Source: an optimization exercise on an open RTL-to-GDS flow (aim: small area). Production flows keep margins and buffers that such runs may drop. Only the layout flow was run in this run; the RTL was not checked for function there. Power is estimated from default activity; no workload was simulated.

$ cat design/flow/config.mk
export PLATFORM = sky130hd
export DESIGN_NAME = ritc_trigger_top
export DESIGN_NICKNAME = ritc_trigger_top
export VERILOG_FILES = /design/flow/design.v
export SDC_FILE = /design/flow/constraint.sdc
export NUM_CORES = 4
export LEC_CHECK = 0
export CAP_MARGIN = 20
export CORE_MARGIN = 2
export CORE_UTILIZATION = 40
export SLEW_MARGIN = 20
$ cat design/flow/run.sh
#!/bin/bash
# synth_recipe.tcl (not shown) runs the flow's synth.tcl, then flattens the netlist and writes it again
# the make line also repeats each setting of config.mk as NAME=value (left out here)
make -C /OpenROAD-flow-scripts/flow DESIGN_CONFIG=/design/flow/config.mk WORK_HOME=/design/flow/orfs CLKGATE_MAP_FILE= SYNTH_SCRIPT=/design/flow/synth_recipe.tcl finish
$ cat design/flow/constraint.sdc
create_clock -name core_clock -period 4.5 [get_ports {clk_i}]
set_input_delay 0.9000 -clock core_clock [delete_from_list [all_inputs] [get_ports {clk_i}]]
set_output_delay 0.9000 -clock core_clock [all_outputs]
set_load 0.01 [all_outputs]
$ cat design/flow/design.v
package ritc_pkg;
	localparam int DEMUX = 16;
	localparam int SAMPLE_BITS = 3;
	localparam int NBITS = DEMUX * SAMPLE_BITS;
	localparam int NCHAN = 3;
	localparam int PHASE_BITS = 8;
	localparam int CFG_BITS = 8;
	localparam int STATUS_BITS = 8;
	typedef enum logic [1:0] {
		REG_THR_HI = 2'd0,
		REG_THR_LO = 2'd1,
		REG_MASK   = 2'd2,
		REG_STATUS = 2'd3
	} reg_addr_e;
endpackage
module ritc_channel_storage #(
	parameter int STAGES = 0
) (
	input  logic                                   clk_i,
	input  logic                                   rst_n_i,
	input  logic [ritc_pkg::NBITS-1:0]             in_i,
	output logic [ritc_pkg::NBITS*(STAGES+1)-1:0]  out_o
);
	localparam int W = ritc_pkg::NBITS;
	generate
		if (STAGES == 0) begin : g_pass
			assign out_o = in_i;
		end else begin : g_hist
			logic [W*STAGES-1:0] hist_q;
			assign out_o = {hist_q, in_i};
			always_ff @(posedge clk_i) begin
				if (!rst_n_i) begin
					hist_q <= '0;
				end else begin
					hist_q <= out_o[W*STAGES-1:0];
				end
			end
		end
	endgenerate
endmodule
module ritc_input_storage #(
	parameter int A_STAGES = 0,
	parameter int B_STAGES = 2,
	parameter int C_STAGES = 3
) (
	input  logic                                              clk_i,
	input  logic                                              rst_n_i,
	input  logic                                              sync_i,
	input  logic [ritc_pkg::NBITS-1:0]                        a_i,
	input  logic [ritc_pkg::NBITS-1:0]                        b_i,
	input  logic [ritc_pkg::NBITS-1:0]                        c_i,
	output logic [ritc_pkg::NBITS*(A_STAGES+1)-1:0]           as_o,
	output logic [ritc_pkg::NBITS*(B_STAGES+1)-1:0]           bs_o,
	output logic [ritc_pkg::NBITS*(C_STAGES+1)-1:0]           cs_o,
	output logic [ritc_pkg::DEMUX*(A_STAGES+1)-1:0]           async_o,
	output logic [ritc_pkg::DEMUX*(B_STAGES+1)-1:0]           bsync_o,
	output logic [ritc_pkg::DEMUX*(C_STAGES+1)-1:0]           csync_o
);
	localparam int DX = ritc_pkg::DEMUX;
	localparam int AB_MAX = (A_STAGES > B_STAGES) ? A_STAGES : B_STAGES;
	localparam int MAX_STAGES = (C_STAGES > AB_MAX) ? C_STAGES : AB_MAX;
	ritc_channel_storage #(.STAGES(A_STAGES)) u_store_a (
		.clk_i(clk_i), .rst_n_i(rst_n_i), .in_i(a_i), .out_o(as_o)
	);
	ritc_channel_storage #(.STAGES(B_STAGES)) u_store_b (
		.clk_i(clk_i), .rst_n_i(rst_n_i), .in_i(b_i), .out_o(bs_o)
	);
	ritc_channel_storage #(.STAGES(C_STAGES)) u_store_c (
		.clk_i(clk_i), .rst_n_i(rst_n_i), .in_i(c_i), .out_o(cs_o)
	);
	logic [MAX_STAGES:0] sync_tap;
	generate
		if (MAX_STAGES == 0) begin : g_no_chain
			assign sync_tap = sync_i;
		end else begin : g_chain
			logic [MAX_STAGES-1:0] sync_q;
			assign sync_tap = {sync_q, sync_i};
			always_ff @(posedge clk_i) begin
				if (!rst_n_i) begin
					sync_q <= '0;
				end else begin
					sync_q <= sync_tap[MAX_STAGES-1:0];
				end
			end
		end
	endgenerate
	generate
		for (genvar k = 0; k <= A_STAGES; k++) begin : g_async
			assign async_o[DX*k +: DX] = {DX{sync_tap[k]}};
		end
		for (genvar k = 0; k <= B_STAGES; k++) begin : g_bsync
			assign bsync_o[DX*k +: DX] = {DX{sync_tap[k]}};
		end
		for (genvar k = 0; k <= C_STAGES; k++) begin : g_csync
			assign csync_o[DX*k +: DX] = {DX{sync_tap[k]}};
		end
	endgenerate
endmodule
module ritc_trig_config (
	input  logic                                clk_i,
	input  logic                                rst_n_i,
	input  logic                                cfg_we_i,
	input  ritc_pkg::reg_addr_e                 cfg_addr_i,
	input  logic [ritc_pkg::CFG_BITS-1:0]       cfg_wdata_i,
	input  logic                                trig_pulse_i,
	output logic [ritc_pkg::SAMPLE_BITS-1:0]    thr_hi_o,
	output logic [ritc_pkg::SAMPLE_BITS-1:0]    thr_lo_o,
	output logic [ritc_pkg::NCHAN-1:0]          mask_o,
	output logic [ritc_pkg::CFG_BITS-1:0]       cfg_rdata_o
);
	localparam int SB = ritc_pkg::SAMPLE_BITS;
	localparam int NC = ritc_pkg::NCHAN;
	logic [SB-1:0]                       thr_hi_q;
	logic [SB-1:0]                       thr_lo_q;
	logic [NC-1:0]                       mask_q;
	logic [ritc_pkg::STATUS_BITS-1:0]    status_q;
	always_ff @(posedge clk_i) begin
		if (!rst_n_i) begin
			thr_hi_q <= '1;
			thr_lo_q <= '0;
			mask_q   <= '1;
		end else if (cfg_we_i) begin
			case (cfg_addr_i)
				ritc_pkg::REG_THR_HI: thr_hi_q <= cfg_wdata_i[SB-1:0];
				ritc_pkg::REG_THR_LO: thr_lo_q <= cfg_wdata_i[SB-1:0];
				ritc_pkg::REG_MASK:   mask_q   <= cfg_wdata_i[NC-1:0];
				default: ;
			endcase
		end
	end
	always_ff @(posedge clk_i) begin
		if (!rst_n_i) begin
			status_q <= '0;
		end else if (trig_pulse_i) begin
			status_q <= status_q + 1'b1;
		end
	end
	assign thr_hi_o = thr_hi_q;
	assign thr_lo_o = thr_lo_q;
	assign mask_o   = mask_q;
	always_comb begin
		cfg_rdata_o = '0;
		case (cfg_addr_i)
			ritc_pkg::REG_THR_HI: cfg_rdata_o[SB-1:0] = thr_hi_q;
			ritc_pkg::REG_THR_LO: cfg_rdata_o[SB-1:0] = thr_lo_q;
			ritc_pkg::REG_MASK:   cfg_rdata_o[NC-1:0] = mask_q;
			default:              cfg_rdata_o[ritc_pkg::STATUS_BITS-1:0] = status_q;
		endcase
	end
endmodule
module ritc_window_trigger #(
	parameter int A_STAGES = 0,
	parameter int B_STAGES = 2,
	parameter int C_STAGES = 3
) (
	input  logic                                              clk_i,
	input  logic                                              rst_n_i,
	input  logic [ritc_pkg::NBITS*(A_STAGES+1)-1:0]           as_i,
	input  logic [ritc_pkg::NBITS*(B_STAGES+1)-1:0]           bs_i,
	input  logic [ritc_pkg::NBITS*(C_STAGES+1)-1:0]           cs_i,
	input  logic [ritc_pkg::DEMUX*(C_STAGES+1)-1:0]           csync_i,
	input  logic [ritc_pkg::SAMPLE_BITS-1:0]                  thr_hi_i,
	input  logic [ritc_pkg::SAMPLE_BITS-1:0]                  thr_lo_i,
	input  logic [ritc_pkg::NCHAN-1:0]                        mask_i,
	output logic                                              trig_o,
	output logic [ritc_pkg::NCHAN-1:0]                        trig_hits_o,
	output logic [ritc_pkg::PHASE_BITS-1:0]                   trig_phase_o
);
	localparam int SB = ritc_pkg::SAMPLE_BITS;
	localparam int DX = ritc_pkg::DEMUX;
	localparam int AB_MAX = (A_STAGES > B_STAGES) ? A_STAGES : B_STAGES;
	localparam int MAX_STAGES = (C_STAGES > AB_MAX) ? C_STAGES : AB_MAX;
	localparam int MAX_SAMPLES = DX * (MAX_STAGES + 1);
	localparam int WIN_BITS = ritc_pkg::NBITS * (MAX_STAGES + 1);
	function automatic logic window_hit(
		input logic [WIN_BITS-1:0] win,
		input int                  nsamp,
		input logic [SB-1:0]       thr_hi,
		input logic [SB-1:0]       thr_lo
	);
		logic [SB-1:0] smp;
		logic          hit;
		hit = 1'b0;
		for (int i = 0; i < MAX_SAMPLES; i++) begin
			smp = win[i*SB +: SB];
			if ((i < nsamp) && ((smp >= thr_hi) || (smp <= thr_lo))) begin
				hit = 1'b1;
			end
		end
		window_hit = hit;
	endfunction
	logic [ritc_pkg::NCHAN-1:0] hits;
	always_comb begin
		hits[0] = window_hit(WIN_BITS'(as_i), DX * (A_STAGES + 1), thr_hi_i, thr_lo_i);
		hits[1] = window_hit(WIN_BITS'(bs_i), DX * (B_STAGES + 1), thr_hi_i, thr_lo_i);
		hits[2] = window_hit(WIN_BITS'(cs_i), DX * (C_STAGES + 1), thr_hi_i, thr_lo_i);
	end
	logic [ritc_pkg::PHASE_BITS-1:0] phase_q;
	always_ff @(posedge clk_i) begin
		if (!rst_n_i) begin
			phase_q <= '0;
		end else if (csync_i[0]) begin
			phase_q <= '0;
		end else begin
			phase_q <= phase_q + 1'b1;
		end
	end
	always_ff @(posedge clk_i) begin
		if (!rst_n_i) begin
			trig_o       <= 1'b0;
			trig_hits_o  <= '0;
			trig_phase_o <= '0;
		end else begin
			trig_o       <= (|mask_i) && ((hits & mask_i) == mask_i);
			trig_hits_o  <= hits;
			trig_phase_o <= phase_q;
		end
	end
endmodule
module ritc_trigger_top #(
	parameter int A_STAGES = 0,
	parameter int B_STAGES = 2,
	parameter int C_STAGES = 3
) (
	input  logic                                              clk_i,
	input  logic                                              rst_n_i,
	input  logic                                              sync_i,
	input  logic [ritc_pkg::NBITS-1:0]                        a_i,
	input  logic [ritc_pkg::NBITS-1:0]                        b_i,
	input  logic [ritc_pkg::NBITS-1:0]                        c_i,
	input  logic                                              cfg_we_i,
	input  ritc_pkg::reg_addr_e                               cfg_addr_i,
	input  logic [ritc_pkg::CFG_BITS-1:0]                     cfg_wdata_i,
	output logic [ritc_pkg::CFG_BITS-1:0]                     cfg_rdata_o,
	output logic [ritc_pkg::NBITS*(A_STAGES+1)-1:0]           as_o,
	output logic [ritc_pkg::NBITS*(B_STAGES+1)-1:0]           bs_o,
	output logic [ritc_pkg::NBITS*(C_STAGES+1)-1:0]           cs_o,
	output logic                                              trig_o,
	output logic [ritc_pkg::NCHAN-1:0]                        trig_hits_o,
	output logic [ritc_pkg::PHASE_BITS-1:0]                   trig_phase_o
);
	logic [ritc_pkg::DEMUX*(C_STAGES+1)-1:0]  csync;
	logic [ritc_pkg::SAMPLE_BITS-1:0]         thr_hi;
	logic [ritc_pkg::SAMPLE_BITS-1:0]         thr_lo;
	logic [ritc_pkg::NCHAN-1:0]               mask;
	ritc_input_storage #(
		.A_STAGES(A_STAGES), .B_STAGES(B_STAGES), .C_STAGES(C_STAGES)
	) u_storage (
		.clk_i(clk_i), .rst_n_i(rst_n_i), .sync_i(sync_i),
		.a_i(a_i), .b_i(b_i), .c_i(c_i),
		.as_o(as_o), .bs_o(bs_o), .cs_o(cs_o),
		.async_o(), .bsync_o(), .csync_o(csync)
	);
	ritc_trig_config u_config (
		.clk_i(clk_i), .rst_n_i(rst_n_i),
		.cfg_we_i(cfg_we_i), .cfg_addr_i(cfg_addr_i), .cfg_wdata_i(cfg_wdata_i),
		.trig_pulse_i(trig_o),
		.thr_hi_o(thr_hi), .thr_lo_o(thr_lo), .mask_o(mask),
		.cfg_rdata_o(cfg_rdata_o)
	);
	ritc_window_trigger #(
		.A_STAGES(A_STAGES), .B_STAGES(B_STAGES), .C_STAGES(C_STAGES)
	) u_trigger (
		.clk_i(clk_i), .rst_n_i(rst_n_i),
		.as_i(as_o), .bs_i(bs_o), .cs_i(cs_o), .csync_i(csync),
		.thr_hi_i(thr_hi), .thr_lo_i(thr_lo), .mask_i(mask),
		.trig_o(trig_o), .trig_hits_o(trig_hits_o), .trig_phase_o(trig_phase_o)
	);
endmodule
==> reports/results.ini <==
[run_status]
status = no timing/DRC/antenna violations

[layout]
final_cells = 4001
layout-drive-gt1-share = 0.03761
utilization = 0.5176
antenna_cells = 0
layout_common_cells = ha_1 (770), clkdlybuf4s50_1 (555), dfxtp_1 (275)
seq_area_sq_um = 5553
stdcell_area_sq_um = 31880
layout_commonest_cell = ha_1
fill_cells = 5623
syn2layout_area_growth_pct = 28.22
multi_input_area_sq_um = 17260
nets = 4069

[hold_path]
min_path_cells = 1
hold_class = flop to flop

[worst_setup_path]
required_ps = 4930
cp_cell_sequence = clkinvlp_4, buf_4, ha_1, and3_1, a31oi_1, nand4_1, or4_1, or4_1, nor4_1, buf_4, a211oi_1
cpLargestDelayFamily = simple AND/OR/NAND/NOR gates
cp.arrival_ps = 4310
critPathKind = flop to flop
critPathMaxFanout = 15
rr_worst_depth = 11
end_kind = flop
cp_slowest_cell = or4_1
max_stage_delay_ps = 480
cp.buffers_inverters = 3
start_kind = flop
cp.depth = 11

[power]
clockPowerShare = 0.361
p_leak_nw = 15.10
pwr_density_cell_nw_per_um2 = 242.3
p_sw_frac = 0.3240
ir_drop_uv = 235.9
intPower_mw = 5.223
pwr-share-comb = 0.287
pwr-share-seq = 0.352
p_sw_mw = 2.503

[timing]
final-setup-viol-count = 0
fin_tns_setup_ps = 0
slew_headroom = 0.3341
rsz0062_at_grt = no
timing.final.crit_share = 0.8620
clock_skew_ps = 27.46
fin_ws_ps = 620.9
fmax_mhz = 257.8
worst_pin_slew_ps = 973.7
min_period_ps = 3879
maxSlewViolCount = 0
hold_violations = 0

[clock_tree]
clk_pin_slew_ps = 60
tritoncts = built
numCtsBuffers = 35
clkLatencyLatePin_ps = 570
root_buffer = clkbuf_16
clock_path_buffers = 3
postCtsSetupBuffers = 0
htreeDepth = 2
cts.sinks = 277
cts_resized = 0
cts_hold_buf = 0

[die]
fp.dieArea_sq_um = 64170
fp.dieW_um = 253.3
coreArea_sq_um = 61600
die_h_um = 253.3
start_util = 0.4037
rows = 91
pin_count = 562

[yosys]
ys_async_sr_fraction = 0
synth_fp_nets = 3607
synth_cell_types = 50
syn-cell-area_sq_um = 24870
syn_inst = 2679
seq_area_frac_synth = 0.2230
ys_warn_count = 5
ys_ff_latch = 277
ys.flop_type = dfxtp_1
avgSynthCellArea_sq_um = 9.281
synth_edf_count = 0

[global_routing]
antenna_found_initial = 3
grt_max_degree = 182
grt_util_all_layers = 0.3022
grt_pass1_wl_um = 143000
overflow = 0
first_global_vias = 21960

[place]
gp_congestion = 0.9839
place_ws_ps = 274.8
place_inst = 3941
numPortBuffers = 556
dp_hpwl_um = 80270
dpl_cell_area_sq_um = 30770

[routing]
vias_per_cell = 5.415
drt-met1-wl_um = 41870
route.detailed.drc = 0
drt-initial-drc-count = 1257
dr.pass1.iters = 5
wl_met3_um = 5334
via_count = 21670
wl_met2_um = 47030
final_antenna_net_count = 0
wl_per_cell_um = 24.68
wl_um = 98760
dr.max_layer_used = met5

[run]
maxCapViolCount = 0

==> per-layer routing <==
| metal | vias up | track usage |
|---|---|---|
| li1 | 10490 | - |
| met1 | 10340 | 0.3682 |
| met2 | 671 | 0.5191 |
| met3 | 161 | 0.05325 |
| met4 | 2 | 0.1322 |
| met5 | - | 0 |
==> kinds of logic after synthesis <==
family,count (synthesis),synth area share
fa+ha+maj,770,0.3875
simple gates,728,0.1729
compound gates,483,0.1247
buf+inv,401,0.08288
flops,277,0.2230
xor+xnor,11,0.003875
mux,9,0.005132
==> worst paths after layout <==
path / from / endpoint / slack, ps
hold / removal: u_trigger.phase_q[0] / u_trigger.phase_q[0] / 450
setup / recovery: u_config.thr_lo_q[1] / u_trigger.trig_o / 620
hold reg to reg: u_trigger.phase_q[0] / u_trigger.phase_q[0] / 450
setup reg to reg: u_config.thr_lo_q[1] / u_trigger.trig_o / 620
==> per-stage QoR <==
stage	hold slack [ps]	power, mW
after floorplan	421.3	3.890
after global placement	434.1	4.903
after detailed placement	448.6	4.968
after CTS	461.8	7.788
after global routing	480.6	8.113
final	454.4	7.727
==> final cells by class <==
cell class                      count  share of cell area
Clock buffer                       46             0.03136
Timing Repair Buffer              603              0.1901
Inverter                          223             0.02673
Tap cell                          837             0.03285
Multi-Input combinational cell   2001              0.5413
Sequential cell                   277              0.1742
Clock inverter                     14            0.003493
==> sequential cells by signal (all words and copies together), names as in the netlist <==
register,count
u_config.mask_q,3
u_config.status_q,8
u_config.thr_hi_q,3
u_config.thr_lo_q,3
u_storage.u_store_b.g_hist.hist_q,96
u_storage.u_store_c.g_hist.hist_q,144
u_trigger.phase_q,8
u_trigger.trig_hits_o,3
u_trigger.trig_o,1
u_trigger.trig_phase_o,8
==> Yosys cell counts (2+ instances only) <==
cell type	n	area, sq um
ha_1	770	9634
dfxtp_1	277	5545
and2_1	253	1583
inv_1	223	837.1
buf_4	144	1081
a21oi_1	118	590.6
nand3_1	106	530.5
o21ai_0	100	500.5
a21o_1	92	690.7
nand2b_1	63	394.1
nor2b_1	59	369.1
nand4_1	46	287.8
nor4_1	46	287.8
o21a_1	42	315.3
nand2_1	41	153.9
nor2_1	38	142.6
clkbuf_1	32	120.1
a21boi_0	28	210.2
and3_1	26	162.7
o22ai_1	26	162.7
nor3b_1	19	142.6
a2111oi_0	18	157.7
a31oi_1	17	106.4
a221oi_1	11	96.34
nand3b_1	10	75.07
or4_1	9	67.56
o211ai_1	8	60.06
mux2i_1	6	60.06
xnor2_1	6	52.55
a211oi_1	5	37.54
o2111ai_1	5	43.79
xor2_1	5	43.79
a22oi_1	4	30.03
mux4_2	3	67.56
or3_1	3	18.77
a221o_1	2	20.02
and4_1	2	17.52
and4_2	2	20.02
nor3_1	2	10.01
nor4_2	2	25.02
==> power groups by stage <==
stage / registers, mW / logic [mW] / clock network (mW)
6_report: 2.72 / 2.22 / 2.79
5_1_grt: 2.72 / 2.45 / 2.94
4_1_cts: 2.71 / 2.22 / 2.86
3_5_place_dp: 2.77 / 2.20 / 0
3_3_place_gp: 2.77 / 2.14 / 0
2_1_floorplan: 2.74 / 1.15 / 0

==> what the ideal ports hide <==
No port has a modelled driver above. Below, the same layout with a new extraction and two added sets of constraints. Step 1 (the two cells are an assumption about what drives the block):
set clk [get_ports {clk_i}]
set_driving_cell -lib_cell sky130_fd_sc_hd__clkbuf_16 $clk
set_driving_cell -lib_cell sky130_fd_sc_hd__buf_2 [delete_from_list [all_inputs] $clk]
Step 2 adds t to the input delays and takes it off the output delays; t is the mean of the earliest and latest rising clock arrival at the registers after step 1. Input paths then give back, and output paths get back, about the clock's delay inside the block. Slacks: no drivers / after step 1 / after step 2; pairs: no drivers / after step 1.
t, ns: 0.619
setup WS [ns]: 0.621 / 0.621 / 0.226
worst hold slack (ns): 0.454 / 0.454 / 0.454
worst setup path after step 2: input to register
After both steps this run still meets setup and hold. For this run, drivers alone change the setup slack by 0.000 ns; drivers and shift together by -0.395 ns.
